This design comes from an exercise in tuning for small area on the open sky130 flow, not from production work. The RTL was checked by simulation tests, not by an equivalence proof against the original design. Power and IR drop assume default switching activity.

// preproc_top
module preproc_top (
  input  logic                   clk_i,
  input  logic                   rst_ni,
  input  logic                   cfg_req_i,
  output logic                   cfg_gnt_o,
  input  logic                   cfg_we_i,
  input  preproc_reg_pkg::addr_t cfg_addr_i,
  input  preproc_reg_pkg::word_t cfg_wdata_i,
  output preproc_reg_pkg::word_t cfg_rdata_o,
  output logic                   cfg_rvalid_o,
  input  preproc_pkg::sample_t   idata_i,
  input  logic                   idata_valid_i,
  output logic                   idata_ready_o,
  output preproc_pkg::sample_t   odata_o,
  output logic                   odata_valid_o,
  input  logic                   odata_switch_channel_i,
  input  logic                   odata_ack_sample_i
);
  function automatic logic [16:0] rca16(input logic [15:0] a, input logic [15:0] b, input logic ci);
    logic c;
    c = ci;
    for (int i = 0; i < 16; i++) begin
      rca16[i] = a[i] ^ b[i] ^ c;
      c = (a[i] & b[i]) | (c & (a[i] ^ b[i]));
    end
    rca16[16] = c;
  endfunction
  logic       wr_en, rd_en;
  logic       chan_ok, b_cfg, b_pre, b_post, a_sub, a_srst, a_ill;
  logic [3:0] ch_dec;
  logic       soft_reset;
  assign cfg_gnt_o = cfg_req_i;
  assign wr_en     = cfg_req_i & cfg_we_i;
  assign rd_en     = cfg_req_i & ~cfg_we_i;
  ...
clock: 12.0 ns
lec_check: 0
cap_margin: 20
core_margin: 2
core_utilization: 65
slew_margin: 20
standard.sh (not shown) runs the stock make flow with config.mk's settings and CLKGATE_MAP_FILE= SYNTH_SCRIPT=/design/flow/synth_recipe.tcl, a recipe that flattens the netlist after the stock synthesis.
==> flow/flow/run.sh <==
#!/bin/bash
set -o pipefail
export BUFFER_PORTS_ARGS="-buffer_cell sky130_fd_sc_hd__buf_1"
export CTS_ARGS="-sink_clustering_enable -repair_clock_nets -sink_clustering_size 25 -sink_clustering_max_diameter 100 -buf_list sky130_fd_sc_hd__clkbuf_16 -dont_use_dummy_load"
bash standard.sh finish 2>&1 | tee standard.log
Next try:
--- a/flow/design.v
+++ b/flow/design.v
@@ -801,28 +801,30 @@
   end
   always_ff @(posedge clk_i) begin
     if (wr_en && a_sub) sub_q <= cfg_wdata_i[15:0];
   end
   always_ff @(posedge clk_i or negedge rst_ni) begin
     if (!rst_ni) begin
       vsub_q <= 1'b0;
     end else if (wr_en && a_sub) begin
       vsub_q <= 1'b1;
     end
   end
   logic [3:0]  chan_en, offrem_en;
+  logic [15:0] subsampl;
   for (genvar c = 0; c < 4; c++) begin : g_fields
     assign chan_en[c]   = vcfg_q[c] & ccfg_q[c][0];
     assign offrem_en[c] = vcfg_q[c] & ccfg_q[c][1];
   end
+  assign subsampl = vsub_q ? sub_q : 16'h0000;
   logic       rvalid_q;
   logic [4:0] rsel_q;    
   logic [3:0] rch_q;     
   always_ff @(posedge clk_i or negedge rst_ni) begin
     if (!rst_ni) begin
       rvalid_q <= 1'b0;
     end else begin
       rvalid_q <= rd_en;
     end
   end
   always_ff @(posedge clk_i) begin
     rsel_q <= {a_ill, a_sub, b_post, b_pre, b_cfg};
@@ -912,25 +914,25 @@
   end
   logic [15:0] sub_cnt_q;
   logic [16:0] sub_inc;
   logic        keep;
   assign sub_inc = rca16(sub_cnt_q, 16'h0000, 1'b1);
   assign keep    = (sub_cnt_q == 16'h0000);
   always_ff @(posedge clk_i or negedge rst_ni) begin
     if (!rst_ni) begin
       sub_cnt_q <= '0;
     end else if (soft_reset) begin
       sub_cnt_q <= '0;
     end else if (accept && remaining == '0) begin
-      sub_cnt_q <= (vsub_q ? (sub_cnt_q == sub_q) : keep) ? 16'h0000 : sub_inc[15:0];
+      sub_cnt_q <= (sub_cnt_q == subsampl) ? 16'h0000 : sub_inc[15:0];
     end
   end
   logic [15:0] fifo_mem [4][4];
   logic [1:0]  rd_ptr_q [4];
   logic [2:0]  fill_q   [4];
   logic [3:0]  push, pop;
   for (genvar c = 0; c < 4; c++) begin : g_fifo
     logic [1:0] wr_ptr;
     assign wr_ptr        = rd_ptr_q[c] + fill_q[c][1:0];
     assign fifo_empty[c] = (fill_q[c] == 3'd0);
     assign fifo_full[c]  = fill_q[c][2];
     assign push[c]       = accept & act[c] & keep;
Outcome: Cell count rises slightly. Maximum frequency went up by a few percent. Clock-buffer cell count does not change. Sequential power is about the same. Routed wire length goes up by a few percent. Setup slack improves by 0.28 ns.

-- port drivers added, routing unchanged --
How much do the figures lean on ideal ports? The routed layouts below were timed once more, with nothing changed but the port constraints. Step 1, drivers: a clkbuf_16 drives clk_i and a buf_2 each remaining input, both assumed. Step 2, shift: input delay + t, output delay - t, t = (earliest + latest rising clock arrival at the registers) / 2. This alone moves slack from input paths to output paths. Slacks: ideal / step 1 / step 2; pairs: ideal / step 1.
run | t, ns | setup slack, ns | worst hold slack (ns) | worst data-port slew with drivers (ns)
the first run | 0.652 | 0.681 / 0.681 / 0.158 | 0.502 / 0.502 / 0.502 | 0.09
the second run | 0.656 | 0.965 / 0.965 / 0.839 | 0.495 / 0.495 / 0.495 | 0.11
After both steps setup and hold are still met in every run listed. The setup slack of the first run, which loses most, moves by 0.000 ns with the drivers and by -0.523 ns with both steps.
